Source: an optimization exercise on an open RTL-to-GDS flow (aim: small area, a short achievable clock period and few clock cycles per item). Production flows keep margins and buffers that such runs may drop. Function was checked by simulation only, so behaviour that the tests miss may differ from the original. Power and IR drop assume default switching activity.

==> flow/design.v (outline; a module is shown in full before it is edited, if it fits) <==
// module phtc_cfg: 65 lines
// module phtc_core: 295 lines
// module phtc_mac: 3484 lines
// module phtc_fa: 4 lines
// module phtc_ha: 4 lines
// module phtc_bpp: 4 lines
// module phtc_bppn: 4 lines
// module pid_heading_turn_controller_top: 51 lines
module pid_heading_turn_controller_top
(
  input  logic        clk,
  input  logic        rst,
  input  logic        cmd_valid,
  output logic        cmd_ready,
  input  logic        cmd_op,
  input  logic [15:0] cmd_target_angle,
  input  logic [15:0] cmd_timeout_ms,
  input  logic [15:0] cmd_measured_angle,
  output logic        res_valid,
  input  logic        res_ready,
  output logic [7:0]  res_power_pct,
  output logic [1:0]  res_status,
  input  logic        psel,
  input  logic        penable,
  input  logic        pwrite,
  input  logic [4:0]  paddr,
  input  logic [31:0] pwdata,
  output logic [31:0] prdata,
  output logic        pready
);
  // ...
==> flow/flow/run.sh <==
#!/bin/bash
# The standard layout (the standard.sh), with three changes:
#  - after synthesis, every combinational cell gets the smallest drive
#    strength of its family (flow/downsize.tcl);
#  - the port buffers are buf_2 cells instead of the default choice;
#  - the timing repair after CTS and after global routing is asked to leave a
#    setup margin of MARGIN ns, so that it also works on paths that already
#    meet the 16 ns clock.
# The SDC, the clock period and every other setting are the standard flow's.
set -euo pipefail
MARGIN=11.7
bash standard.sh synth > synth.log 2>&1
ODB=orfs/results/sky130hd/pid_heading_turn_controller_top/base/1_synth.odb openroad -exit flow/downsize.tcl > downsize.log 2>&1
bash standard.sh SETUP_SLACK_MARGIN=$MARGIN "BUFFER_PORTS_ARGS=-buffer_cell sky130_fd_sc_hd__buf_2" finish > standard.log 2>&1
==> flow/flow/downsize.tcl <==
# Give every combinational cell of the synthesized netlist the smallest drive
# strength of its family; the timing repair later in the flow sizes up the
# cells on critical paths. Flip-flops, tie cells and buffers are left alone.
# usage: ODB=<odb> openroad -exit downsize.tcl
read_db $::env(ODB)
set db [ord::get_db]
set n_swapped 0
set area_before 0.0
set area_after 0.0
foreach inst [[ord::get_db_block] getInsts] {
  set m [$inst getMaster]
  set name [$m getName]
  set a [expr {[$m getWidth] * [$m getHeight] / 1e6}]
  set area_before [expr {$area_before + $a}]
  set best $m
  if {[regexp {^(sky130_fd_sc_hd__([a-z0-9]+))_([0-9]+)$} $name -> base fam size]
      && ![regexp {^(df|edf|sdf|dl|conb|buf|clk|inv|tap|fill|decap|dly|probe|lpflow|macro)} $fam]} {
    foreach cand {0 1 2 4} {
      set cm [$db findMaster ${base}_$cand]
      if {$cm eq "NULL" || $cm eq ""} { continue }
      if {[$cm getWidth] * [$cm getHeight] < [$best getWidth] * [$best getHeight]} {
        set best $cm
      }
    }
  }
  if {$best ne $m} {
    $inst swapMaster $best
    incr n_swapped
  }
  set area_after [expr {$area_after + [$best getWidth] * [$best getHeight] / 1e6}]
}
puts [format "downsize: %d cells swapped, area %.1f -> %.1f um2" $n_swapped $area_before $area_after]
write_db $::env(ODB)
==> flow/standard.sh <==
#!/bin/bash
# synth_recipe.tcl (not shown) runs the flow's synth.tcl, then flattens the netlist and writes it again
# the make line also repeats each setting of config.mk as NAME=value (left out here)
make -C /OpenROAD-flow-scripts/flow DESIGN_CONFIG=/design/flow/config.mk WORK_HOME=/design/flow/orfs CLKGATE_MAP_FILE= SYNTH_SCRIPT=/design/flow/synth_recipe.tcl "${@:-finish}"
==> flow/config.mk <==
export PLATFORM = sky130hd
export DESIGN_NAME = pid_heading_turn_controller_top
export DESIGN_NICKNAME = pid_heading_turn_controller_top
export VERILOG_FILES = /design/flow/design.v
export SDC_FILE = /design/flow/constraint.sdc
export NUM_CORES = 4
export LEC_CHECK = 0
export CAP_MARGIN = 20
export CORE_MARGIN = 2
export CORE_UTILIZATION = 55
export SLEW_MARGIN = 20
export SYNTH_HIERARCHICAL = 1
export SYNTH_MINIMUM_KEEP_SIZE = 0
==> flow/constraint.sdc <==
create_clock -name core_clock -period 16.0 [get_ports {clk}]
set_input_delay 3.2000 -clock core_clock [delete_from_list [all_inputs] [get_ports {clk}]]
set_output_delay 3.2000 -clock core_clock [all_outputs]
set_load 0.01 [all_outputs]
==> results_dict.tcl, run 1 <==
set metrics [dict create \
    critPathLaunch "u_core.res_power_pct[5]$_DFFE_PP_" \
    largest_reg_flops 134 \
    pwr-share-comb_pct 44.6 \
    clkPwrFrac_pct 21.8 \
    antenna_found_initial 7 \
    cts.sinks 539 \
    dp.cells 5725 \
    clock_latency_ns 0.68 \
    fmax_ghz 0.229 \
    num_tap_cells 1165 \
    grt_pass1_vias 38936 \
    timing.rr.start "u_core.s2_der[8]$_DFF_P_" \
    num_rows 109 \
    power_density_nw_per_um2 120 \
    setup_viol 0 \
    fin_total_pwr_uw 6680 \
    largest_cell_class "multi-input gates" \
    clockBufferDepth 3 \
    synthToLayoutAreaGrowth_pct 14.2 \
    path_depth 1 \
    cts_buffers 61 \
    clock_cell_area_share_pct 3.78 \
    min_period_ns 4.36 \
    final_cells 5964 \
    use_met3_pct 13.5 \
    topRoutingLayerUsed "met5" \
    die_area_sq_um 90800 \
    met2_length_um 75800 \
    min_delay_path_depth 0 \
    drc_errors 0 \
    switching_share_pct 44.0 \
    nFillCells 7344 \
    cts_resized 99 \
    cpMaxStageDelayCell "edfxtp_1" \
    seq_area_share_pct 22.3 \
    status "timing/DRC/antenna clean" \
    cts_hold_buf 0 \
]
Testbench counts, summed over its fixed seeds: cycles 12,240, items 12,000.
==> inputs of run 2 (changes only) <==
--- a/flow/design.v
+++ b/flow/design.v
@@ -183,4 +183,7 @@
   logic [16:0]        s2_err;
   logic [17:0]        s2_der;
+  logic               s2_err_sx;
+  logic               s2_der_sx;
+  logic               error_sum_sx;
   always_ff @(posedge clk) begin
     if (rst) s2_v <= 1'b0;
@@ -193,4 +196,9 @@
     s2_err      <= err1;
     s2_der      <= der1;
+    s2_err_sx   <= (ref_angle < h_meas);
+    s2_der_sx   <= (err1 < prior_error);
+  end
+  always_ff @(posedge clk) begin
+    if (h_v) error_sum_sx <= !h_start && sum_wide[32];
   end
   logic [36:0]        mac_floor;
@@ -200,4 +208,7 @@
     .d         (s2_der),
     .s         (error_sum),
+    .e_sx      (s2_err_sx),
+    .d_sx      (s2_der_sx),
+    .s_sx      (error_sum_sx),
     .kp        (cfg.kp_gain),
     .ki        (cfg.ki_gain),
@@ -389,4 +400,7 @@
   input  logic [17:0] d,
   input  logic [31:0] s,
+  input  logic        e_sx,      
+  input  logic        d_sx,
+  input  logic        s_sx,
   input  logic [15:0] kp,
   input  logic [15:0] ki,
@@ -2470,5 +2484,5 @@
   phtc_bpp u16 (.one(one_1), .two(two_2), .neg(neg_3), .x1(e[15]), .x0(e[14]), .p(pp_19));
   phtc_bpp u17 (.one(one_1), .two(two_2), .neg(neg_3), .x1(e[16]), .x0(e[15]), .p(pp_20));
-  phtc_bppn u18 (.one(one_1), .two(two_2), .neg(neg_3), .x1(e[16]), .x0(e[16]), .p(pp_21));
+  phtc_bppn u18 (.one(one_1), .two(two_2), .neg(neg_3), .x1(e_sx), .x0(e_sx), .p(pp_21));
   assign one_22 = kp[2] ^ kp[1];
   assign two_23 = (kp[3] & ~kp[2] & ~kp[1]) | (~kp[3] & kp[2] & kp[1]);
@@ -2491,5 +2505,5 @@
   phtc_bpp u34 (.one(one_22), .two(two_23), .neg(neg_24), .x1(e[15]), .x0(e[14]), .p(pp_40));
   phtc_bpp u35 (.one(one_22), .two(two_23), .neg(neg_24), .x1(e[16]), .x0(e[15]), .p(pp_41));
-  phtc_bppn u36 (.one(one_22), .two(two_23), .neg(neg_24), .x1(e[16]), .x0(e[16]), .p(pp_42));
+  phtc_bppn u36 (.one(one_22), .two(two_23), .neg(neg_24), .x1(e_sx), .x0(e_sx), .p(pp_42));
   assign one_43 = kp[4] ^ kp[3];
   assign two_44 = (kp[5] & ~kp[4] & ~kp[3]) | (~kp[5] & kp[4] & kp[3]);
@@ -2512,5 +2526,5 @@
   phtc_bpp u52 (.one(one_43), .two(two_44), .neg(neg_45), .x1(e[15]), .x0(e[14]), .p(pp_61));
   phtc_bpp u53 (.one(one_43), .two(two_44), .neg(neg_45), .x1(e[16]), .x0(e[15]), .p(pp_62));
-  phtc_bppn u54 (.one(one_43), .two(two_44), .neg(neg_45), .x1(e[16]), .x0(e[16]), .p(pp_63));
+  phtc_bppn u54 (.one(one_43), .two(two_44), .neg(neg_45), .x1(e_sx), .x0(e_sx), .p(pp_63));
   assign one_64 = kp[6] ^ kp[5];
   assign two_65 = (kp[7] & ~kp[6] & ~kp[5]) | (~kp[7] & kp[6] & kp[5]);
@@ -2533,5 +2547,5 @@
   phtc_bpp u70 (.one(one_64), .two(two_65), .neg(neg_66), .x1(e[15]), .x0(e[14]), .p(pp_82));
   phtc_bpp u71 (.one(one_64), .two(two_65), .neg(neg_66), .x1(e[16]), .x0(e[15]), .p(pp_83));
-  phtc_bppn u72 (.one(one_64), .two(two_65), .neg(neg_66), .x1(e[16]), .x0(e[16]), .p(pp_84));
+  phtc_bppn u72 (.one(one_64), .two(two_65), .neg(neg_66), .x1(e_sx), .x0(e_sx), .p(pp_84));
   assign one_85 = kp[8] ^ kp[7];
   assign two_86 = (kp[9] & ~kp[8] & ~kp[7]) | (~kp[9] & kp[8] & kp[7]);
@@ -2554,5 +2568,5 @@
   phtc_bpp u88 (.one(one_85), .two(two_86), .neg(neg_87), .x1(e[15]), .x0(e[14]), .p(pp_103));
   phtc_bpp u89 (.one(one_85), .two(two_86), .neg(neg_87), .x1(e[16]), .x0(e[15]), .p(pp_104));
-  phtc_bppn u90 (.one(one_85), .two(two_86), .neg(neg_87), .x1(e[16]), .x0(e[16]), .p(pp_105));
+  phtc_bppn u90 (.one(one_85), .two(two_86), .neg(neg_87), .x1(e_sx), .x0(e_sx), .p(pp_105));
   assign one_106 = kp[10] ^ kp[9];
   assign two_107 = (kp[11] & ~kp[10] & ~kp[9]) | (~kp[11] & kp[10] & kp[9]);
@@ -2575,5 +2589,5 @@
   phtc_bpp u106 (.one(one_106), .two(two_107), .neg(neg_108), .x1(e[15]), .x0(e[14]), .p(pp_124));
   phtc_bpp u107 (.one(one_106), .two(two_107), .neg(neg_108), .x1(e[16]), .x0(e[15]), .p(pp_125));
-  phtc_bppn u108 (.one(one_106), .two(two_107), .neg(neg_108), .x1(e[16]), .x0(e[16]), .p(pp_126));
+  phtc_bppn u108 (.one(one_106), .two(two_107), .neg(neg_108), .x1(e_sx), .x0(e_sx), .p(pp_126));
   assign one_127 = kp[12] ^ kp[11];
   assign two_128 = (kp[13] & ~kp[12] & ~kp[11]) | (~kp[13] & kp[12] & kp[11]);
@@ -2596,5 +2610,5 @@
   phtc_bpp u124 (.one(one_127), .two(two_128), .neg(neg_129), .x1(e[15]), .x0(e[14]), .p(pp_145));
   phtc_bpp u125 (.one(one_127), .two(two_128), .neg(neg_129), .x1(e[16]), .x0(e[15]), .p(pp_146));
-  phtc_bppn u126 (.one(one_127), .two(two_128), .neg(neg_129), .x1(e[16]), .x0(e[16]), .p(pp_147));
+  phtc_bppn u126 (.one(one_127), .two(two_128), .neg(neg_129), .x1(e_sx), .x0(e_sx), .p(pp_147));
   assign one_148 = kp[14] ^ kp[13];
   assign two_149 = (kp[15] & ~kp[14] & ~kp[13]) | (~kp[15] & kp[14] & kp[13]);
@@ -2617,5 +2631,5 @@
   phtc_bpp u142 (.one(one_148), .two(two_149), .neg(neg_150), .x1(e[15]), .x0(e[14]), .p(pp_166));
   phtc_bpp u143 (.one(one_148), .two(two_149), .neg(neg_150), .x1(e[16]), .x0(e[15]), .p(pp_167));
-  phtc_bppn u144 (.one(one_148), .two(two_149), .neg(neg_150), .x1(e[16]), .x0(e[16]), .p(pp_168));
+  phtc_bppn u144 (.one(one_148), .two(two_149), .neg(neg_150), .x1(e_sx), .x0(e_sx), .p(pp_168));
   assign one_169 = kp[15];
   assign pp_172 = (one_169 & e[0]);
@@ -2636,5 +2650,5 @@
   assign pp_187 = (one_169 & e[15]);
   assign pp_188 = (one_169 & e[16]);
-  assign pp_189 = ~(one_169 & e[16]);
+  assign pp_189 = ~(one_169 & e_sx);
   assign one_190 = ki[0];
   assign two_191 = ki[1] & ~ki[0];
@@ -2672,5 +2686,5 @@
   phtc_bpp u175 (.one(one_190), .two(two_191), .neg(neg_192), .x1(s[30]), .x0(s[29]), .p(pp_223));
   phtc_bpp u176 (.one(one_190), .two(two_191), .neg(neg_192), .x1(s[31]), .x0(s[30]), .p(pp_224));
-  phtc_bppn u177 (.one(one_190), .two(two_191), .neg(neg_192), .x1(s[31]), .x0(s[31]), .p(pp_225));
+  phtc_bppn u177 (.one(one_190), .two(two_191), .neg(neg_192), .x1(s_sx), .x0(s_sx), .p(pp_225));
   assign one_226 = ki[2] ^ ki[1];
   assign two_227 = (ki[3] & ~ki[2] & ~ki[1]) | (~ki[3] & ki[2] & ki[1]);
@@ -2708,5 +2722,5 @@
   phtc_bpp u208 (.one(one_226), .two(two_227), .neg(neg_228), .x1(s[30]), .x0(s[29]), .p(pp_259));
   phtc_bpp u209 (.one(one_226), .two(two_227), .neg(neg_228), .x1(s[31]), .x0(s[30]), .p(pp_260));
-  phtc_bppn u210 (.one(one_226), .two(two_227), .neg(neg_228), .x1(s[31]), .x0(s[31]), .p(pp_261));
+  phtc_bppn u210 (.one(one_226), .two(two_227), .neg(neg_228), .x1(s_sx), .x0(s_sx), .p(pp_261));
   assign one_262 = ki[4] ^ ki[3];
   assign two_263 = (ki[5] & ~ki[4] & ~ki[3]) | (~ki[5] & ki[4] & ki[3]);
@@ -2744,5 +2758,5 @@
   phtc_bpp u241 (.one(one_262), .two(two_263), .neg(neg_264), .x1(s[30]), .x0(s[29]), .p(pp_295));
   phtc_bpp u242 (.one(one_262), .two(two_263), .neg(neg_264), .x1(s[31]), .x0(s[30]), .p(pp_296));
-  phtc_bppn u243 (.one(one_262), .two(two_263), .neg(neg_264), .x1(s[31]), .x0(s[31]), .p(pp_297));
+  phtc_bppn u243 (.one(one_262), .two(two_263), .neg(neg_264), .x1(s_sx), .x0(s_sx), .p(pp_297));
   assign one_298 = ki[6] ^ ki[5];
   assign two_299 = (ki[7] & ~ki[6] & ~ki[5]) | (~ki[7] & ki[6] & ki[5]);
@@ -2780,5 +2794,5 @@
   phtc_bpp u274 (.one(one_298), .two(two_299), .neg(neg_300), .x1(s[30]), .x0(s[29]), .p(pp_331));
   phtc_bpp u275 (.one(one_298), .two(two_299), .neg(neg_300), .x1(s[31]), .x0(s[30]), .p(pp_332));
-  phtc_bppn u276 (.one(one_298), .two(two_299), .neg(neg_300), .x1(s[31]), .x0(s[31]), .p(pp_333));
+  phtc_bppn u276 (.one(one_298), .two(two_299), .neg(neg_300), .x1(s_sx), .x0(s_sx), .p(pp_333));
   assign one_334 = ki[8] ^ ki[7];
   assign two_335 = (ki[9] & ~ki[8] & ~ki[7]) | (~ki[9] & ki[8] & ki[7]);
@@ -2816,5 +2830,5 @@
   phtc_bpp u307 (.one(one_334), .two(two_335), .neg(neg_336), .x1(s[30]), .x0(s[29]), .p(pp_367));
   phtc_bpp u308 (.one(one_334), .two(two_335), .neg(neg_336), .x1(s[31]), .x0(s[30]), .p(pp_368));
-  phtc_bppn u309 (.one(one_334), .two(two_335), .neg(neg_336), .x1(s[31]), .x0(s[31]), .p(pp_369));
+  phtc_bppn u309 (.one(one_334), .two(two_335), .neg(neg_336), .x1(s_sx), .x0(s_sx), .p(pp_369));
   assign one_370 = ki[10] ^ ki[9];
   assign two_371 = (ki[11] & ~ki[10] & ~ki[9]) | (~ki[11] & ki[10] & ki[9]);
@@ -2852,5 +2866,5 @@
   phtc_bpp u340 (.one(one_370), .two(two_371), .neg(neg_372), .x1(s[30]), .x0(s[29]), .p(pp_403));
   phtc_bpp u341 (.one(one_370), .two(two_371), .neg(neg_372), .x1(s[31]), .x0(s[30]), .p(pp_404));
-  phtc_bppn u342 (.one(one_370), .two(two_371), .neg(neg_372), .x1(s[31]), .x0(s[31]), .p(pp_405));
+  phtc_bppn u342 (.one(one_370), .two(two_371), .neg(neg_372), .x1(s_sx), .x0(s_sx), .p(pp_405));
   assign one_406 = ki[12] ^ ki[11];
   assign two_407 = (ki[13] & ~ki[12] & ~ki[11]) | (~ki[13] & ki[12] & ki[11]);
@@ -2888,5 +2902,5 @@
   phtc_bpp u373 (.one(one_406), .two(two_407), .neg(neg_408), .x1(s[30]), .x0(s[29]), .p(pp_439));
   phtc_bpp u374 (.one(one_406), .two(two_407), .neg(neg_408), .x1(s[31]), .x0(s[30]), .p(pp_440));
-  phtc_bppn u375 (.one(one_406), .two(two_407), .neg(neg_408), .x1(s[31]), .x0(s[31]), .p(pp_441));
+  phtc_bppn u375 (.one(one_406), .two(two_407), .neg(neg_408), .x1(s_sx), .x0(s_sx), .p(pp_441));
   assign one_442 = ki[14] ^ ki[13];
   assign two_443 = (ki[15] & ~ki[14] & ~ki[13]) | (~ki[15] & ki[14] & ki[13]);
@@ -2924,5 +2938,5 @@
   phtc_bpp u406 (.one(one_442), .two(two_443), .neg(neg_444), .x1(s[30]), .x0(s[29]), .p(pp_475));
   phtc_bpp u407 (.one(one_442), .two(two_443), .neg(neg_444), .x1(s[31]), .x0(s[30]), .p(pp_476));
-  phtc_bppn u408 (.one(one_442), .two(two_443), .neg(neg_444), .x1(s[31]), .x0(s[31]), .p(pp_477));
+  phtc_bppn u408 (.one(one_442), .two(two_443), .neg(neg_444), .x1(s_sx), .x0(s_sx), .p(pp_477));
   assign one_478 = ki[15];
   assign pp_481 = (one_478 & s[0]);
@@ -2958,5 +2972,5 @@
   assign pp_511 = (one_478 & s[30]);
   assign pp_512 = (one_478 & s[31]);
-  assign pp_513 = ~(one_478 & s[31]);
+  assign pp_513 = ~(one_478 & s_sx);
   assign one_514 = kd[0];
   assign two_515 = kd[1] & ~kd[0];
@@ -2980,5 +2994,5 @@
   phtc_bpp u425 (.one(one_514), .two(two_515), .neg(neg_516), .x1(d[16]), .x0(d[15]), .p(pp_533));
   phtc_bpp u426 (.one(one_514), .two(two_515), .neg(neg_516), .x1(d[17]), .x0(d[16]), .p(pp_534));
-  phtc_bppn u427 (.one(one_514), .two(two_515), .neg(neg_516), .x1(d[17]), .x0(d[17]), .p(pp_535));
+  phtc_bppn u427 (.one(one_514), .two(two_515), .neg(neg_516), .x1(d_sx), .x0(d_sx), .p(pp_535));
   assign one_536 = kd[2] ^ kd[1];
   assign two_537 = (kd[3] & ~kd[2] & ~kd[1]) | (~kd[3] & kd[2] & kd[1]);
@@ -3002,5 +3016,5 @@
   phtc_bpp u444 (.one(one_536), .two(two_537), .neg(neg_538), .x1(d[16]), .x0(d[15]), .p(pp_555));
   phtc_bpp u445 (.one(one_536), .two(two_537), .neg(neg_538), .x1(d[17]), .x0(d[16]), .p(pp_556));
-  phtc_bppn u446 (.one(one_536), .two(two_537), .neg(neg_538), .x1(d[17]), .x0(d[17]), .p(pp_557));
+  phtc_bppn u446 (.one(one_536), .two(two_537), .neg(neg_538), .x1(d_sx), .x0(d_sx), .p(pp_557));
   assign one_558 = kd[4] ^ kd[3];
   assign two_559 = (kd[5] & ~kd[4] & ~kd[3]) | (~kd[5] & kd[4] & kd[3]);
@@ -3024,5 +3038,5 @@
   phtc_bpp u463 (.one(one_558), .two(two_559), .neg(neg_560), .x1(d[16]), .x0(d[15]), .p(pp_577));
   phtc_bpp u464 (.one(one_558), .two(two_559), .neg(neg_560), .x1(d[17]), .x0(d[16]), .p(pp_578));
-  phtc_bppn u465 (.one(one_558), .two(two_559), .neg(neg_560), .x1(d[17]), .x0(d[17]), .p(pp_579));
+  phtc_bppn u465 (.one(one_558), .two(two_559), .neg(neg_560), .x1(d_sx), .x0(d_sx), .p(pp_579));
   assign one_580 = kd[6] ^ kd[5];
   assign two_581 = (kd[7] & ~kd[6] & ~kd[5]) | (~kd[7] & kd[6] & kd[5]);
@@ -3046,5 +3060,5 @@
   phtc_bpp u482 (.one(one_580), .two(two_581), .neg(neg_582), .x1(d[16]), .x0(d[15]), .p(pp_599));
   phtc_bpp u483 (.one(one_580), .two(two_581), .neg(neg_582), .x1(d[17]), .x0(d[16]), .p(pp_600));
-  phtc_bppn u484 (.one(one_580), .two(two_581), .neg(neg_582), .x1(d[17]), .x0(d[17]), .p(pp_601));
+  phtc_bppn u484 (.one(one_580), .two(two_581), .neg(neg_582), .x1(d_sx), .x0(d_sx), .p(pp_601));
   assign one_602 = kd[8] ^ kd[7];
   assign two_603 = (kd[9] & ~kd[8] & ~kd[7]) | (~kd[9] & kd[8] & kd[7]);
@@ -3068,5 +3082,5 @@
   phtc_bpp u501 (.one(one_602), .two(two_603), .neg(neg_604), .x1(d[16]), .x0(d[15]), .p(pp_621));
   phtc_bpp u502 (.one(one_602), .two(two_603), .neg(neg_604), .x1(d[17]), .x0(d[16]), .p(pp_622));
-  phtc_bppn u503 (.one(one_602), .two(two_603), .neg(neg_604), .x1(d[17]), .x0(d[17]), .p(pp_623));
+  phtc_bppn u503 (.one(one_602), .two(two_603), .neg(neg_604), .x1(d_sx), .x0(d_sx), .p(pp_623));
   assign one_624 = kd[10] ^ kd[9];
   assign two_625 = (kd[11] & ~kd[10] & ~kd[9]) | (~kd[11] & kd[10] & kd[9]);
@@ -3090,5 +3104,5 @@
   phtc_bpp u520 (.one(one_624), .two(two_625), .neg(neg_626), .x1(d[16]), .x0(d[15]), .p(pp_643));
   phtc_bpp u521 (.one(one_624), .two(two_625), .neg(neg_626), .x1(d[17]), .x0(d[16]), .p(pp_644));
-  phtc_bppn u522 (.one(one_624), .two(two_625), .neg(neg_626), .x1(d[17]), .x0(d[17]), .p(pp_645));
+  phtc_bppn u522 (.one(one_624), .two(two_625), .neg(neg_626), .x1(d_sx), .x0(d_sx), .p(pp_645));
   assign one_646 = kd[12] ^ kd[11];
   assign two_647 = (kd[13] & ~kd[12] & ~kd[11]) | (~kd[13] & kd[12] & kd[11]);
@@ -3112,5 +3126,5 @@
   phtc_bpp u539 (.one(one_646), .two(two_647), .neg(neg_648), .x1(d[16]), .x0(d[15]), .p(pp_665));
   phtc_bpp u540 (.one(one_646), .two(two_647), .neg(neg_648), .x1(d[17]), .x0(d[16]), .p(pp_666));
-  phtc_bppn u541 (.one(one_646), .two(two_647), .neg(neg_648), .x1(d[17]), .x0(d[17]), .p(pp_667));
+  phtc_bppn u541 (.one(one_646), .two(two_647), .neg(neg_648), .x1(d_sx), .x0(d_sx), .p(pp_667));
   assign one_668 = kd[14] ^ kd[13];
   assign two_669 = (kd[15] & ~kd[14] & ~kd[13]) | (~kd[15] & kd[14] & kd[13]);
@@ -3134,5 +3148,5 @@
   phtc_bpp u558 (.one(one_668), .two(two_669), .neg(neg_670), .x1(d[16]), .x0(d[15]), .p(pp_687));
   phtc_bpp u559 (.one(one_668), .two(two_669), .neg(neg_670), .x1(d[17]), .x0(d[16]), .p(pp_688));
-  phtc_bppn u560 (.one(one_668), .two(two_669), .neg(neg_670), .x1(d[17]), .x0(d[17]), .p(pp_689));
+  phtc_bppn u560 (.one(one_668), .two(two_669), .neg(neg_670), .x1(d_sx), .x0(d_sx), .p(pp_689));
   assign one_690 = kd[15];
   assign pp_693 = (one_690 & d[0]);
@@ -3154,5 +3168,5 @@
   assign pp_709 = (one_690 & d[16]);
   assign pp_710 = (one_690 & d[17]);
-  assign pp_711 = ~(one_690 & d[17]);
+  assign pp_711 = ~(one_690 & d_sx);
   phtc_fa u561 (.a(neg_3), .b(neg_192), .c(neg_516), .s(s_712), .co(c_713));
   phtc_fa u562 (.a(pp_4), .b(pp_193), .c(pp_517), .s(s_714), .co(c_715));
@@ -3865,5 +3879,525 @@
   assign ra[48] = c_1915;
   assign rb[48] = s_1916;
-  assign sum = ra + rb;
+  logic [48:0] pg_p, pg_g;
+  assign pg_p = ra ^ rb;
+  assign pg_g = ra & rb;
+  logic pf_g0_1;
+  assign pf_g0_1 = pg_g[1] | (pg_p[1] & pg_g[0]);
+  logic pf_p0_1;
+  assign pf_p0_1 = pg_p[1] & pg_p[0];
+  logic pf_g0_3;
+  assign pf_g0_3 = pg_g[3] | (pg_p[3] & pg_g[2]);
+  logic pf_p0_3;
+  assign pf_p0_3 = pg_p[3] & pg_p[2];
+  logic pf_g0_5;
+  assign pf_g0_5 = pg_g[5] | (pg_p[5] & pg_g[4]);
+  logic pf_p0_5;
+  assign pf_p0_5 = pg_p[5] & pg_p[4];
+  logic pf_g0_7;
+  assign pf_g0_7 = pg_g[7] | (pg_p[7] & pg_g[6]);
+  logic pf_p0_7;
+  assign pf_p0_7 = pg_p[7] & pg_p[6];
+  logic pf_g0_9;
+  assign pf_g0_9 = pg_g[9] | (pg_p[9] & pg_g[8]);
+  logic pf_p0_9;
+  assign pf_p0_9 = pg_p[9] & pg_p[8];
+  logic pf_g0_11;
+  assign pf_g0_11 = pg_g[11] | (pg_p[11] & pg_g[10]);
+  logic pf_p0_11;
+  assign pf_p0_11 = pg_p[11] & pg_p[10];
+  logic pf_g0_13;
+  assign pf_g0_13 = pg_g[13] | (pg_p[13] & pg_g[12]);
+  logic pf_p0_13;
+  assign pf_p0_13 = pg_p[13] & pg_p[12];
+  logic pf_g0_15;
+  assign pf_g0_15 = pg_g[15] | (pg_p[15] & pg_g[14]);
+  logic pf_p0_15;
+  assign pf_p0_15 = pg_p[15] & pg_p[14];
+  logic pf_g0_17;
+  assign pf_g0_17 = pg_g[17] | (pg_p[17] & pg_g[16]);
+  logic pf_p0_17;
+  assign pf_p0_17 = pg_p[17] & pg_p[16];
+  logic pf_g0_19;
+  assign pf_g0_19 = pg_g[19] | (pg_p[19] & pg_g[18]);
+  logic pf_p0_19;
+  assign pf_p0_19 = pg_p[19] & pg_p[18];
+  logic pf_g0_21;
+  assign pf_g0_21 = pg_g[21] | (pg_p[21] & pg_g[20]);
+  logic pf_p0_21;
+  assign pf_p0_21 = pg_p[21] & pg_p[20];
+  logic pf_g0_23;
+  assign pf_g0_23 = pg_g[23] | (pg_p[23] & pg_g[22]);
+  logic pf_p0_23;
+  assign pf_p0_23 = pg_p[23] & pg_p[22];
+  logic pf_g0_25;
+  assign pf_g0_25 = pg_g[25] | (pg_p[25] & pg_g[24]);
+  logic pf_p0_25;
+  assign pf_p0_25 = pg_p[25] & pg_p[24];
+  logic pf_g0_27;
+  assign pf_g0_27 = pg_g[27] | (pg_p[27] & pg_g[26]);
+  logic pf_p0_27;
+  assign pf_p0_27 = pg_p[27] & pg_p[26];
+  logic pf_g0_29;
+  assign pf_g0_29 = pg_g[29] | (pg_p[29] & pg_g[28]);
+  logic pf_p0_29;
+  assign pf_p0_29 = pg_p[29] & pg_p[28];
+  logic pf_g0_31;
+  assign pf_g0_31 = pg_g[31] | (pg_p[31] & pg_g[30]);
+  logic pf_p0_31;
+  assign pf_p0_31 = pg_p[31] & pg_p[30];
+  logic pf_g0_33;
+  assign pf_g0_33 = pg_g[33] | (pg_p[33] & pg_g[32]);
+  logic pf_p0_33;
+  assign pf_p0_33 = pg_p[33] & pg_p[32];
+  logic pf_g0_35;
+  assign pf_g0_35 = pg_g[35] | (pg_p[35] & pg_g[34]);
+  logic pf_p0_35;
+  assign pf_p0_35 = pg_p[35] & pg_p[34];
+  logic pf_g0_37;
+  assign pf_g0_37 = pg_g[37] | (pg_p[37] & pg_g[36]);
+  logic pf_p0_37;
+  assign pf_p0_37 = pg_p[37] & pg_p[36];
+  logic pf_g0_39;
+  assign pf_g0_39 = pg_g[39] | (pg_p[39] & pg_g[38]);
+  logic pf_p0_39;
+  assign pf_p0_39 = pg_p[39] & pg_p[38];
+  logic pf_g0_41;
+  assign pf_g0_41 = pg_g[41] | (pg_p[41] & pg_g[40]);
+  logic pf_p0_41;
+  assign pf_p0_41 = pg_p[41] & pg_p[40];
+  logic pf_g0_43;
+  assign pf_g0_43 = pg_g[43] | (pg_p[43] & pg_g[42]);
+  logic pf_p0_43;
+  assign pf_p0_43 = pg_p[43] & pg_p[42];
+  logic pf_g0_45;
+  assign pf_g0_45 = pg_g[45] | (pg_p[45] & pg_g[44]);
+  logic pf_p0_45;
+  assign pf_p0_45 = pg_p[45] & pg_p[44];
+  logic pf_g0_47;
+  assign pf_g0_47 = pg_g[47] | (pg_p[47] & pg_g[46]);
+  logic pf_p0_47;
+  assign pf_p0_47 = pg_p[47] & pg_p[46];
+  logic pf_g1_2;
+  assign pf_g1_2 = pg_g[2] | (pg_p[2] & pf_g0_1);
+  logic pf_p1_2;
+  assign pf_p1_2 = pg_p[2] & pf_p0_1;
+  logic pf_g1_3;
+  assign pf_g1_3 = pf_g0_3 | (pf_p0_3 & pf_g0_1);
+  logic pf_p1_3;
+  assign pf_p1_3 = pf_p0_3 & pf_p0_1;
+  logic pf_g1_6;
+  assign pf_g1_6 = pg_g[6] | (pg_p[6] & pf_g0_5);
+  logic pf_p1_6;
+  assign pf_p1_6 = pg_p[6] & pf_p0_5;
+  logic pf_g1_7;
+  assign pf_g1_7 = pf_g0_7 | (pf_p0_7 & pf_g0_5);
+  logic pf_p1_7;
+  assign pf_p1_7 = pf_p0_7 & pf_p0_5;
+  logic pf_g1_10;
+  assign pf_g1_10 = pg_g[10] | (pg_p[10] & pf_g0_9);
+  logic pf_p1_10;
+  assign pf_p1_10 = pg_p[10] & pf_p0_9;
+  logic pf_g1_11;
+  assign pf_g1_11 = pf_g0_11 | (pf_p0_11 & pf_g0_9);
+  logic pf_p1_11;
+  assign pf_p1_11 = pf_p0_11 & pf_p0_9;
+  logic pf_g1_14;
+  assign pf_g1_14 = pg_g[14] | (pg_p[14] & pf_g0_13);
+  logic pf_p1_14;
+  assign pf_p1_14 = pg_p[14] & pf_p0_13;
+  logic pf_g1_15;
+  assign pf_g1_15 = pf_g0_15 | (pf_p0_15 & pf_g0_13);
+  logic pf_p1_15;
+  assign pf_p1_15 = pf_p0_15 & pf_p0_13;
+  logic pf_g1_18;
+  assign pf_g1_18 = pg_g[18] | (pg_p[18] & pf_g0_17);
+  logic pf_p1_18;
+  assign pf_p1_18 = pg_p[18] & pf_p0_17;
+  logic pf_g1_19;
+  assign pf_g1_19 = pf_g0_19 | (pf_p0_19 & pf_g0_17);
+  logic pf_p1_19;
+  assign pf_p1_19 = pf_p0_19 & pf_p0_17;
+  logic pf_g1_22;
+  assign pf_g1_22 = pg_g[22] | (pg_p[22] & pf_g0_21);
+  logic pf_p1_22;
+  assign pf_p1_22 = pg_p[22] & pf_p0_21;
+  logic pf_g1_23;
+  assign pf_g1_23 = pf_g0_23 | (pf_p0_23 & pf_g0_21);
+  logic pf_p1_23;
+  assign pf_p1_23 = pf_p0_23 & pf_p0_21;
+  logic pf_g1_26;
+  assign pf_g1_26 = pg_g[26] | (pg_p[26] & pf_g0_25);
+  logic pf_p1_26;
+  assign pf_p1_26 = pg_p[26] & pf_p0_25;
+  logic pf_g1_27;
+  assign pf_g1_27 = pf_g0_27 | (pf_p0_27 & pf_g0_25);
+  logic pf_p1_27;
+  assign pf_p1_27 = pf_p0_27 & pf_p0_25;
+  logic pf_g1_30;
+  assign pf_g1_30 = pg_g[30] | (pg_p[30] & pf_g0_29);
+  logic pf_p1_30;
+  assign pf_p1_30 = pg_p[30] & pf_p0_29;
+  logic pf_g1_31;
+  assign pf_g1_31 = pf_g0_31 | (pf_p0_31 & pf_g0_29);
+  logic pf_p1_31;
+  assign pf_p1_31 = pf_p0_31 & pf_p0_29;
+  logic pf_g1_34;
+  assign pf_g1_34 = pg_g[34] | (pg_p[34] & pf_g0_33);
+  logic pf_p1_34;
+  assign pf_p1_34 = pg_p[34] & pf_p0_33;
+  logic pf_g1_35;
+  assign pf_g1_35 = pf_g0_35 | (pf_p0_35 & pf_g0_33);
+  logic pf_p1_35;
+  assign pf_p1_35 = pf_p0_35 & pf_p0_33;
+  logic pf_g1_38;
+  assign pf_g1_38 = pg_g[38] | (pg_p[38] & pf_g0_37);
+  logic pf_p1_38;
+  assign pf_p1_38 = pg_p[38] & pf_p0_37;
+  logic pf_g1_39;
+  assign pf_g1_39 = pf_g0_39 | (pf_p0_39 & pf_g0_37);
+  logic pf_p1_39;
+  assign pf_p1_39 = pf_p0_39 & pf_p0_37;
+  logic pf_g1_42;
+  assign pf_g1_42 = pg_g[42] | (pg_p[42] & pf_g0_41);
+  logic pf_p1_42;
+  assign pf_p1_42 = pg_p[42] & pf_p0_41;
+  logic pf_g1_43;
+  assign pf_g1_43 = pf_g0_43 | (pf_p0_43 & pf_g0_41);
+  logic pf_p1_43;
+  assign pf_p1_43 = pf_p0_43 & pf_p0_41;
+  logic pf_g1_46;
+  assign pf_g1_46 = pg_g[46] | (pg_p[46] & pf_g0_45);
+  logic pf_p1_46;
+  assign pf_p1_46 = pg_p[46] & pf_p0_45;
+  logic pf_g1_47;
+  assign pf_g1_47 = pf_g0_47 | (pf_p0_47 & pf_g0_45);
+  logic pf_p1_47;
+  assign pf_p1_47 = pf_p0_47 & pf_p0_45;
+  logic pf_g2_4;
+  assign pf_g2_4 = pg_g[4] | (pg_p[4] & pf_g1_3);
+  logic pf_p2_4;
+  assign pf_p2_4 = pg_p[4] & pf_p1_3;
+  logic pf_g2_5;
+  assign pf_g2_5 = pf_g0_5 | (pf_p0_5 & pf_g1_3);
+  logic pf_p2_5;
+  assign pf_p2_5 = pf_p0_5 & pf_p1_3;
+  logic pf_g2_6;
+  assign pf_g2_6 = pf_g1_6 | (pf_p1_6 & pf_g1_3);
+  logic pf_p2_6;
+  assign pf_p2_6 = pf_p1_6 & pf_p1_3;
+  logic pf_g2_7;
+  assign pf_g2_7 = pf_g1_7 | (pf_p1_7 & pf_g1_3);
+  logic pf_p2_7;
+  assign pf_p2_7 = pf_p1_7 & pf_p1_3;
+  logic pf_g2_12;
+  assign pf_g2_12 = pg_g[12] | (pg_p[12] & pf_g1_11);
+  logic pf_p2_12;
+  assign pf_p2_12 = pg_p[12] & pf_p1_11;
+  logic pf_g2_13;
+  assign pf_g2_13 = pf_g0_13 | (pf_p0_13 & pf_g1_11);
+  logic pf_p2_13;
+  assign pf_p2_13 = pf_p0_13 & pf_p1_11;
+  logic pf_g2_14;
+  assign pf_g2_14 = pf_g1_14 | (pf_p1_14 & pf_g1_11);
+  logic pf_p2_14;
+  assign pf_p2_14 = pf_p1_14 & pf_p1_11;
+  logic pf_g2_15;
+  assign pf_g2_15 = pf_g1_15 | (pf_p1_15 & pf_g1_11);
+  logic pf_p2_15;
+  assign pf_p2_15 = pf_p1_15 & pf_p1_11;
+  logic pf_g2_20;
+  assign pf_g2_20 = pg_g[20] | (pg_p[20] & pf_g1_19);
+  logic pf_p2_20;
+  assign pf_p2_20 = pg_p[20] & pf_p1_19;
+  logic pf_g2_21;
+  assign pf_g2_21 = pf_g0_21 | (pf_p0_21 & pf_g1_19);
+  logic pf_p2_21;
+  assign pf_p2_21 = pf_p0_21 & pf_p1_19;
+  logic pf_g2_22;
+  assign pf_g2_22 = pf_g1_22 | (pf_p1_22 & pf_g1_19);
+  logic pf_p2_22;
+  assign pf_p2_22 = pf_p1_22 & pf_p1_19;
+  logic pf_g2_23;
+  assign pf_g2_23 = pf_g1_23 | (pf_p1_23 & pf_g1_19);
+  logic pf_p2_23;
+  assign pf_p2_23 = pf_p1_23 & pf_p1_19;
+  logic pf_g2_28;
+  assign pf_g2_28 = pg_g[28] | (pg_p[28] & pf_g1_27);
+  logic pf_p2_28;
+  assign pf_p2_28 = pg_p[28] & pf_p1_27;
+  logic pf_g2_29;
+  assign pf_g2_29 = pf_g0_29 | (pf_p0_29 & pf_g1_27);
+  logic pf_p2_29;
+  assign pf_p2_29 = pf_p0_29 & pf_p1_27;
+  logic pf_g2_30;
+  assign pf_g2_30 = pf_g1_30 | (pf_p1_30 & pf_g1_27);
+  logic pf_p2_30;
+  assign pf_p2_30 = pf_p1_30 & pf_p1_27;
+  logic pf_g2_31;
+  assign pf_g2_31 = pf_g1_31 | (pf_p1_31 & pf_g1_27);
+  logic pf_p2_31;
+  assign pf_p2_31 = pf_p1_31 & pf_p1_27;
+  logic pf_g2_36;
+  assign pf_g2_36 = pg_g[36] | (pg_p[36] & pf_g1_35);
+  logic pf_p2_36;
+  assign pf_p2_36 = pg_p[36] & pf_p1_35;
+  logic pf_g2_37;
+  assign pf_g2_37 = pf_g0_37 | (pf_p0_37 & pf_g1_35);
+  logic pf_p2_37;
+  assign pf_p2_37 = pf_p0_37 & pf_p1_35;
+  logic pf_g2_38;
+  assign pf_g2_38 = pf_g1_38 | (pf_p1_38 & pf_g1_35);
+  logic pf_p2_38;
+  assign pf_p2_38 = pf_p1_38 & pf_p1_35;
+  logic pf_g2_39;
+  assign pf_g2_39 = pf_g1_39 | (pf_p1_39 & pf_g1_35);
+  logic pf_p2_39;
+  assign pf_p2_39 = pf_p1_39 & pf_p1_35;
+  logic pf_g2_44;
+  assign pf_g2_44 = pg_g[44] | (pg_p[44] & pf_g1_43);
+  logic pf_p2_44;
+  assign pf_p2_44 = pg_p[44] & pf_p1_43;
+  logic pf_g2_45;
+  assign pf_g2_45 = pf_g0_45 | (pf_p0_45 & pf_g1_43);
+  logic pf_p2_45;
+  assign pf_p2_45 = pf_p0_45 & pf_p1_43;
+  logic pf_g2_46;
+  assign pf_g2_46 = pf_g1_46 | (pf_p1_46 & pf_g1_43);
+  logic pf_p2_46;
+  assign pf_p2_46 = pf_p1_46 & pf_p1_43;
+  logic pf_g2_47;
+  assign pf_g2_47 = pf_g1_47 | (pf_p1_47 & pf_g1_43);
+  logic pf_p2_47;
+  assign pf_p2_47 = pf_p1_47 & pf_p1_43;
+  logic pf_g3_8;
+  assign pf_g3_8 = pg_g[8] | (pg_p[8] & pf_g2_7);
+  logic pf_p3_8;
+  assign pf_p3_8 = pg_p[8] & pf_p2_7;
+  logic pf_g3_9;
+  assign pf_g3_9 = pf_g0_9 | (pf_p0_9 & pf_g2_7);
+  logic pf_p3_9;
+  assign pf_p3_9 = pf_p0_9 & pf_p2_7;
+  logic pf_g3_10;
+  assign pf_g3_10 = pf_g1_10 | (pf_p1_10 & pf_g2_7);
+  logic pf_p3_10;
+  assign pf_p3_10 = pf_p1_10 & pf_p2_7;
+  logic pf_g3_11;
+  assign pf_g3_11 = pf_g1_11 | (pf_p1_11 & pf_g2_7);
+  logic pf_p3_11;
+  assign pf_p3_11 = pf_p1_11 & pf_p2_7;
+  logic pf_g3_12;
+  assign pf_g3_12 = pf_g2_12 | (pf_p2_12 & pf_g2_7);
+  logic pf_p3_12;
+  assign pf_p3_12 = pf_p2_12 & pf_p2_7;
+  logic pf_g3_13;
+  assign pf_g3_13 = pf_g2_13 | (pf_p2_13 & pf_g2_7);
+  logic pf_p3_13;
+  assign pf_p3_13 = pf_p2_13 & pf_p2_7;
+  logic pf_g3_14;
+  assign pf_g3_14 = pf_g2_14 | (pf_p2_14 & pf_g2_7);
+  logic pf_p3_14;
+  assign pf_p3_14 = pf_p2_14 & pf_p2_7;
+  logic pf_g3_15;
+  assign pf_g3_15 = pf_g2_15 | (pf_p2_15 & pf_g2_7);
+  logic pf_p3_15;
+  assign pf_p3_15 = pf_p2_15 & pf_p2_7;
+  logic pf_g3_24;
+  assign pf_g3_24 = pg_g[24] | (pg_p[24] & pf_g2_23);
+  logic pf_p3_24;
+  assign pf_p3_24 = pg_p[24] & pf_p2_23;
+  logic pf_g3_25;
+  assign pf_g3_25 = pf_g0_25 | (pf_p0_25 & pf_g2_23);
+  logic pf_p3_25;
+  assign pf_p3_25 = pf_p0_25 & pf_p2_23;
+  logic pf_g3_26;
+  assign pf_g3_26 = pf_g1_26 | (pf_p1_26 & pf_g2_23);
+  logic pf_p3_26;
+  assign pf_p3_26 = pf_p1_26 & pf_p2_23;
+  logic pf_g3_27;
+  assign pf_g3_27 = pf_g1_27 | (pf_p1_27 & pf_g2_23);
+  logic pf_p3_27;
+  assign pf_p3_27 = pf_p1_27 & pf_p2_23;
+  logic pf_g3_28;
+  assign pf_g3_28 = pf_g2_28 | (pf_p2_28 & pf_g2_23);
+  logic pf_p3_28;
+  assign pf_p3_28 = pf_p2_28 & pf_p2_23;
+  logic pf_g3_29;
+  assign pf_g3_29 = pf_g2_29 | (pf_p2_29 & pf_g2_23);
+  logic pf_p3_29;
+  assign pf_p3_29 = pf_p2_29 & pf_p2_23;
+  logic pf_g3_30;
+  assign pf_g3_30 = pf_g2_30 | (pf_p2_30 & pf_g2_23);
+  logic pf_p3_30;
+  assign pf_p3_30 = pf_p2_30 & pf_p2_23;
+  logic pf_g3_31;
+  assign pf_g3_31 = pf_g2_31 | (pf_p2_31 & pf_g2_23);
+  logic pf_p3_31;
+  assign pf_p3_31 = pf_p2_31 & pf_p2_23;
+  logic pf_g3_40;
+  assign pf_g3_40 = pg_g[40] | (pg_p[40] & pf_g2_39);
+  logic pf_p3_40;
+  assign pf_p3_40 = pg_p[40] & pf_p2_39;
+  logic pf_g3_41;
+  assign pf_g3_41 = pf_g0_41 | (pf_p0_41 & pf_g2_39);
+  logic pf_p3_41;
+  assign pf_p3_41 = pf_p0_41 & pf_p2_39;
+  logic pf_g3_42;
+  assign pf_g3_42 = pf_g1_42 | (pf_p1_42 & pf_g2_39);
+  logic pf_p3_42;
+  assign pf_p3_42 = pf_p1_42 & pf_p2_39;
+  logic pf_g3_43;
+  assign pf_g3_43 = pf_g1_43 | (pf_p1_43 & pf_g2_39);
+  logic pf_p3_43;
+  assign pf_p3_43 = pf_p1_43 & pf_p2_39;
+  logic pf_g3_44;
+  assign pf_g3_44 = pf_g2_44 | (pf_p2_44 & pf_g2_39);
+  logic pf_p3_44;
+  assign pf_p3_44 = pf_p2_44 & pf_p2_39;
+  logic pf_g3_45;
+  assign pf_g3_45 = pf_g2_45 | (pf_p2_45 & pf_g2_39);
+  logic pf_p3_45;
+  assign pf_p3_45 = pf_p2_45 & pf_p2_39;
+  logic pf_g3_46;
+  assign pf_g3_46 = pf_g2_46 | (pf_p2_46 & pf_g2_39);
+  logic pf_p3_46;
+  assign pf_p3_46 = pf_p2_46 & pf_p2_39;
+  logic pf_g3_47;
+  assign pf_g3_47 = pf_g2_47 | (pf_p2_47 & pf_g2_39);
+  logic pf_p3_47;
+  assign pf_p3_47 = pf_p2_47 & pf_p2_39;
+  logic pf_g4_16;
+  assign pf_g4_16 = pg_g[16] | (pg_p[16] & pf_g3_15);
+  logic pf_p4_16;
+  assign pf_p4_16 = pg_p[16] & pf_p3_15;
+  logic pf_g4_17;
+  assign pf_g4_17 = pf_g0_17 | (pf_p0_17 & pf_g3_15);
+  logic pf_p4_17;
+  assign pf_p4_17 = pf_p0_17 & pf_p3_15;
+  logic pf_g4_18;
+  assign pf_g4_18 = pf_g1_18 | (pf_p1_18 & pf_g3_15);
+  logic pf_p4_18;
+  assign pf_p4_18 = pf_p1_18 & pf_p3_15;
+  logic pf_g4_19;
+  assign pf_g4_19 = pf_g1_19 | (pf_p1_19 & pf_g3_15);
+  logic pf_p4_19;
+  assign pf_p4_19 = pf_p1_19 & pf_p3_15;
+  logic pf_g4_20;
+  assign pf_g4_20 = pf_g2_20 | (pf_p2_20 & pf_g3_15);
+  logic pf_p4_20;
+  assign pf_p4_20 = pf_p2_20 & pf_p3_15;
+  logic pf_g4_21;
+  assign pf_g4_21 = pf_g2_21 | (pf_p2_21 & pf_g3_15);
+  logic pf_p4_21;
+  assign pf_p4_21 = pf_p2_21 & pf_p3_15;
+  logic pf_g4_22;
+  assign pf_g4_22 = pf_g2_22 | (pf_p2_22 & pf_g3_15);
+  logic pf_p4_22;
+  assign pf_p4_22 = pf_p2_22 & pf_p3_15;
+  logic pf_g4_23;
+  assign pf_g4_23 = pf_g2_23 | (pf_p2_23 & pf_g3_15);
+  logic pf_p4_23;
+  assign pf_p4_23 = pf_p2_23 & pf_p3_15;
+  logic pf_g4_24;
+  assign pf_g4_24 = pf_g3_24 | (pf_p3_24 & pf_g3_15);
+  logic pf_p4_24;
+  assign pf_p4_24 = pf_p3_24 & pf_p3_15;
+  logic pf_g4_25;
+  assign pf_g4_25 = pf_g3_25 | (pf_p3_25 & pf_g3_15);
+  logic pf_p4_25;
+  assign pf_p4_25 = pf_p3_25 & pf_p3_15;
+  logic pf_g4_26;
+  assign pf_g4_26 = pf_g3_26 | (pf_p3_26 & pf_g3_15);
+  logic pf_p4_26;
+  assign pf_p4_26 = pf_p3_26 & pf_p3_15;
+  logic pf_g4_27;
+  assign pf_g4_27 = pf_g3_27 | (pf_p3_27 & pf_g3_15);
+  logic pf_p4_27;
+  assign pf_p4_27 = pf_p3_27 & pf_p3_15;
+  logic pf_g4_28;
+  assign pf_g4_28 = pf_g3_28 | (pf_p3_28 & pf_g3_15);
+  logic pf_p4_28;
+  assign pf_p4_28 = pf_p3_28 & pf_p3_15;
+  logic pf_g4_29;
+  assign pf_g4_29 = pf_g3_29 | (pf_p3_29 & pf_g3_15);
+  logic pf_p4_29;
+  assign pf_p4_29 = pf_p3_29 & pf_p3_15;
+  logic pf_g4_30;
+  assign pf_g4_30 = pf_g3_30 | (pf_p3_30 & pf_g3_15);
+  logic pf_p4_30;
+  assign pf_p4_30 = pf_p3_30 & pf_p3_15;
+  logic pf_g4_31;
+  assign pf_g4_31 = pf_g3_31 | (pf_p3_31 & pf_g3_15);
+  logic pf_p4_31;
+  assign pf_p4_31 = pf_p3_31 & pf_p3_15;
+  logic pf_g5_32;
+  assign pf_g5_32 = pg_g[32] | (pg_p[32] & pf_g4_31);
+  logic pf_g5_33;
+  assign pf_g5_33 = pf_g0_33 | (pf_p0_33 & pf_g4_31);
+  logic pf_g5_34;
+  assign pf_g5_34 = pf_g1_34 | (pf_p1_34 & pf_g4_31);
+  logic pf_g5_35;
+  assign pf_g5_35 = pf_g1_35 | (pf_p1_35 & pf_g4_31);
+  logic pf_g5_36;
+  assign pf_g5_36 = pf_g2_36 | (pf_p2_36 & pf_g4_31);
+  logic pf_g5_37;
+  assign pf_g5_37 = pf_g2_37 | (pf_p2_37 & pf_g4_31);
+  logic pf_g5_38;
+  assign pf_g5_38 = pf_g2_38 | (pf_p2_38 & pf_g4_31);
+  logic pf_g5_39;
+  assign pf_g5_39 = pf_g2_39 | (pf_p2_39 & pf_g4_31);
+  logic pf_g5_40;
+  assign pf_g5_40 = pf_g3_40 | (pf_p3_40 & pf_g4_31);
+  logic pf_g5_41;
+  assign pf_g5_41 = pf_g3_41 | (pf_p3_41 & pf_g4_31);
+  logic pf_g5_42;
+  assign pf_g5_42 = pf_g3_42 | (pf_p3_42 & pf_g4_31);
+  logic pf_g5_43;
+  assign pf_g5_43 = pf_g3_43 | (pf_p3_43 & pf_g4_31);
+  logic pf_g5_44;
+  assign pf_g5_44 = pf_g3_44 | (pf_p3_44 & pf_g4_31);
+  logic pf_g5_45;
+  assign pf_g5_45 = pf_g3_45 | (pf_p3_45 & pf_g4_31);
+  logic pf_g5_46;
+  assign pf_g5_46 = pf_g3_46 | (pf_p3_46 & pf_g4_31);
+  logic pf_g5_47;
+  assign pf_g5_47 = pf_g3_47 | (pf_p3_47 & pf_g4_31);
+  assign sum[12] = pg_p[12] ^ pf_g3_11;
+  assign sum[13] = pg_p[13] ^ pf_g3_12;
+  assign sum[14] = pg_p[14] ^ pf_g3_13;
+  assign sum[15] = pg_p[15] ^ pf_g3_14;
+  assign sum[16] = pg_p[16] ^ pf_g3_15;
+  assign sum[17] = pg_p[17] ^ pf_g4_16;
+  assign sum[18] = pg_p[18] ^ pf_g4_17;
+  assign sum[19] = pg_p[19] ^ pf_g4_18;
+  assign sum[20] = pg_p[20] ^ pf_g4_19;
+  assign sum[21] = pg_p[21] ^ pf_g4_20;
+  assign sum[22] = pg_p[22] ^ pf_g4_21;
+  assign sum[23] = pg_p[23] ^ pf_g4_22;
+  assign sum[24] = pg_p[24] ^ pf_g4_23;
+  assign sum[25] = pg_p[25] ^ pf_g4_24;
+  assign sum[26] = pg_p[26] ^ pf_g4_25;
+  assign sum[27] = pg_p[27] ^ pf_g4_26;
+  assign sum[28] = pg_p[28] ^ pf_g4_27;
+  assign sum[29] = pg_p[29] ^ pf_g4_28;
+  assign sum[30] = pg_p[30] ^ pf_g4_29;
+  assign sum[31] = pg_p[31] ^ pf_g4_30;
+  assign sum[32] = pg_p[32] ^ pf_g4_31;
+  assign sum[33] = pg_p[33] ^ pf_g5_32;
+  assign sum[34] = pg_p[34] ^ pf_g5_33;
+  assign sum[35] = pg_p[35] ^ pf_g5_34;
+  assign sum[36] = pg_p[36] ^ pf_g5_35;
+  assign sum[37] = pg_p[37] ^ pf_g5_36;
+  assign sum[38] = pg_p[38] ^ pf_g5_37;
+  assign sum[39] = pg_p[39] ^ pf_g5_38;
+  assign sum[40] = pg_p[40] ^ pf_g5_39;
+  assign sum[41] = pg_p[41] ^ pf_g5_40;
+  assign sum[42] = pg_p[42] ^ pf_g5_41;
+  assign sum[43] = pg_p[43] ^ pf_g5_42;
+  assign sum[44] = pg_p[44] ^ pf_g5_43;
+  assign sum[45] = pg_p[45] ^ pf_g5_44;
+  assign sum[46] = pg_p[46] ^ pf_g5_45;
+  assign sum[47] = pg_p[47] ^ pf_g5_46;
+  assign sum[48] = pg_p[48] ^ pf_g5_47;
+  assign sum[11:0] = '0;
   assign acc_floor = sum[48:12];
 endmodule
--- a/flow/flow/run.sh
+++ b/flow/flow/run.sh
@@ -6,5 +6,6 @@
 #  - the timing repair after CTS and after global routing is asked to leave a
 #    setup margin of MARGIN ns, so that it also works on paths that already
-#    meet the 16 ns clock.
+#    meet the 16 ns clock, and may resize a cell to one of another footprint
+#    (MATCH_CELL_FOOTPRINT=0).
 # The SDC, the clock period and every other setting are the standard flow's.
 set -euo pipefail
@@ -12,3 +13,3 @@
 bash standard.sh synth > synth.log 2>&1
 ODB=orfs/results/sky130hd/pid_heading_turn_controller_top/base/1_synth.odb openroad -exit flow/downsize.tcl > downsize.log 2>&1
-bash standard.sh SETUP_SLACK_MARGIN=$MARGIN "BUFFER_PORTS_ARGS=-buffer_cell sky130_fd_sc_hd__buf_2" finish > standard.log 2>&1
+bash standard.sh SETUP_SLACK_MARGIN=$MARGIN MATCH_CELL_FOOTPRINT=0 "BUFFER_PORTS_ARGS=-buffer_cell sky130_fd_sc_hd__buf_2" finish > standard.log 2>&1
==> run 2 against run 1 <==
Net effect: worst hold slack worse by 0.0065 ns; clock-buffer cell count is 1 lower; fmax is 3.3% lower; sequential power is 2% lower; register-to-register slack worse by 0.06 ns; clock power hardly changed; largest power group unchanged; highest routed layer unchanged.
==> results_dict.tcl, run 2 <==
set metrics [dict create \
    status "timing/DRC/antenna clean" \
    tightest_slew_ns 1.17 \
    rr_endpoint "u_core.error_sum[24]$_SDFFCE_PN0P_" \
    drc_errors 0 \
    multi_input_area_sq_um 36000 \
    nNetsFinal 5655 \
    dr.pass1.iters 11 \
    power_density_nw_per_um2 113 \
    synth_area_per_cell_sq_um 11.1 \
    cts_hold_buf 0 \
    whs_ns 0.319 \
    grt_max_degree 121 \
    critical_path_class "reg2out" \
    top_regs "u_core.u_mac.cut_q: 135 flops, u_cfg.cfg: 89 flops, u_core.q_mem: 40 flops" \
    drive_gt1_share_pct 16.3 \
    max_slew_margin_pct 22.0 \
    min_period_ns 4.51 \
    drt-initial-drc-count 4499 \
    clockBufferDepth 3 \
    die_x_um 299 \
    wirelength_um 179000 \
    path_buf_inv 1 \
    antenna_found_initial 6 \
    largest_reg_flops 135 \
    worst_ep_arrival_time_ns 1.31 \
    post-route-period-util_pct 28.2 \
    grt_pass1_vias 38244 \
    num_rows 108 \
    io_buffer_count 102 \
    synth_cells 4291 \
    whs_endpoint "u_core.s4_start$_DFF_P_" \
    cap_violations 0 \
    dp_slack_ns 10.37 \
    min_delay_path_depth 0 \
    cts_tree "yes" \
    cpLargestDelayFamily "flip-flops" \
    clock_latency_ns 0.74 \
    wire_per_inst_um 30.3 \
    top_register "u_core.u_mac.cut_q" \
    critPathLaunch "u_core.res_status[1]$_DFFE_PP_" \
    place_congestion 0.927 \
    grtUsageTotal_pct 39.0 \
    cp.required_ns 12.80 \
    viasPerCell 6.48 \
    die_h_um 299 \
    clkTransAtPathRegs_ns 0.06 \
    leakage_uw 0.0233 \
    end_kind "primary output" \
    worstSetupStartpointType "flop" \
    tns_ns 0 \
    htreeDepth 2 \
    vias 38294 \
    setup_viol 0 \
    syn_area_sq_um 47800 \
    root_buffer "clkbuf_16" \
    slew_violations 0 \
    regArea_sq_um 12500 \
    reg2reg_depth 19 \
    final_util_pct 65.4 \
    io_pins 138 \
    timing.rr.start "u_core.h_op$_DFF_P_" \
    nFillCells 6935 \
    grt_pass1_wl_um 255000 \
    overflow 0 \
    cp_max_fo 1 \
    hold_path_class "reg2reg" \
    clock_skew_ns 0.0986 \
    final_common_cell "xnor2_1" \
    fin_total_pwr_uw 6410 \
    dp_hpwl_um 114000 \
    regToRegSetupSlack_ns 11.62 \
    start_util_pct 55.3 \
    core_area_sq_um 86500 \
    setup_ws_ns 11.49 \
    fmax_ghz 0.222 \
    ant_nets 0 \
    layout_common_cells "611 x xnor2_1, 579 x fa_1, 573 x a22oi_1" \
    cts_buffers 60 \
    hold_violations 0 \
    die_area_sq_um 89400 \
    ir_drop_mv 0.203 \
    rsz0062_at_grt "true" \
    cp_slowest_stage_delay_ns 0.42 \
    cts.sinks 543 \
    crit_chain "buf_2" \
    synthToLayoutAreaGrowth_pct 18.2 \
    cpMaxStageDelayCell "edfxtp_1" \
    yosys_warnings 9 \
    min-delay-start "u_core.s3_start$_DFF_P_" \
]
run 2: changes by cell type in the layout (fill, tap and decap cells not counted), moves of 18 or more:
cell | previous run | this run
a21o_1 | 81 | 50
a21oi_1 | 142 | 112
buf_4 | 124 | 184
fa_2 | 0 | 18
nand2_1 | 135 | 108
nor3_1 | 39 | 20
o21ai_0 | 105 | 60
o21ai_2 | 7 | 33
run 2: through the flow:
step	instances	cell area, sq um
after floorplan	4329	48400
after global placement	5569	50400
after detailed placement	5569	50400
after CTS	5814	55100
after global routing	5906	56600
final	5909	56600
run 2: layer usage:
metal	wire length [um]	vias to the layer above	GRT usage, %
met4	9850	6	18.1
met5	152	-	1.16
met2	77200	2449	57.5
li1	-	16222	-
met1	67500	18979	50.2
met3	24300	638	15.7
run 2: cell type report:
cell class | instances | area share [%]
antenna | 5 | 0.0221
clock buffer | 87 | 3.02
clock inverter | 27 | 0.546
inverter | 164 | 1.09
multi-input combinational | 3538 | 63.6
sequential | 543 | 22.1
tap | 1155 | 2.55
timing repair buffer | 389 | 7.08
timing repair inverter | 1 | 0.00885
run 2: worst max-delay path by stage:
stage,slack (ns),endpoint,cells past startpoint
6_report,11.49,res_status[1],1
5_1_grt,11.44,u_core.s2_der[16]$_DFF_P_,21
4_1_cts,11.46,res_power_pct[1],1
3_5_place_dp,10.37,u_core.error_sum[23]$_SDFFCE_PN0P_,13
3_3_place_gp,10.37,u_core.error_sum[24]$_SDFFCE_PN0P_,13
2_1_floorplan,11.68,u_cfg.cfg[78]$_SDFFE_PP0P_,5
run 2: timing repair:
| item | CTS | global route |
|---|---|---|
| gates cloned | 15 | 5 |
| setup buffers | 116 | 85 |
| setup endpoints to repair | 261 | 133 |
| pin swaps | 83 | 79 |
| resized for setup | 246 | 141 |
run 2: power by group:
group	leakage [uW]	internal, uW	switching [uW]
sequential	0.00471	1690	517
combinational	0.0176	1190	1590
clock	0.000984	811	609
total	0.0233	3690	2710
Testbench counts of run 2, summed over its fixed seeds: cycles 12,240, items 12,000.

-- separate check: timing with driven ports --
No port has a modelled driver above. Below, the same layouts with a new extraction and two added sets of constraints.
Step 1 assumes that a clkbuf_16 drives the clock port and a buf_2 every other input.
Step 2 moves the port delays by t, midway between the first and last clock arrival at a register: inputs arrive t later, outputs are due t later. That takes back most of the time a late clock gives input paths.
Three values: no drivers, after step 1, after step 2; two values: the first two.
run	t (ns)	setup slack, ns	clock arrival spread, ns	slew at the worst register clock pin (ns)	worst data-port slew with drivers (ns)
run 1	0.727	11.638 / 11.568 / 11.084	0.039 / 0.040	0.07 / 0.07	0.06
run 2	0.758	11.489 / 11.418 / 11.039	0.099 / 0.099	0.07 / 0.07	0.07
After both steps every run listed still meets setup and hold. The setup slack of run 1, which loses most, moves by -0.070 ns with the drivers and by -0.554 ns with both steps.
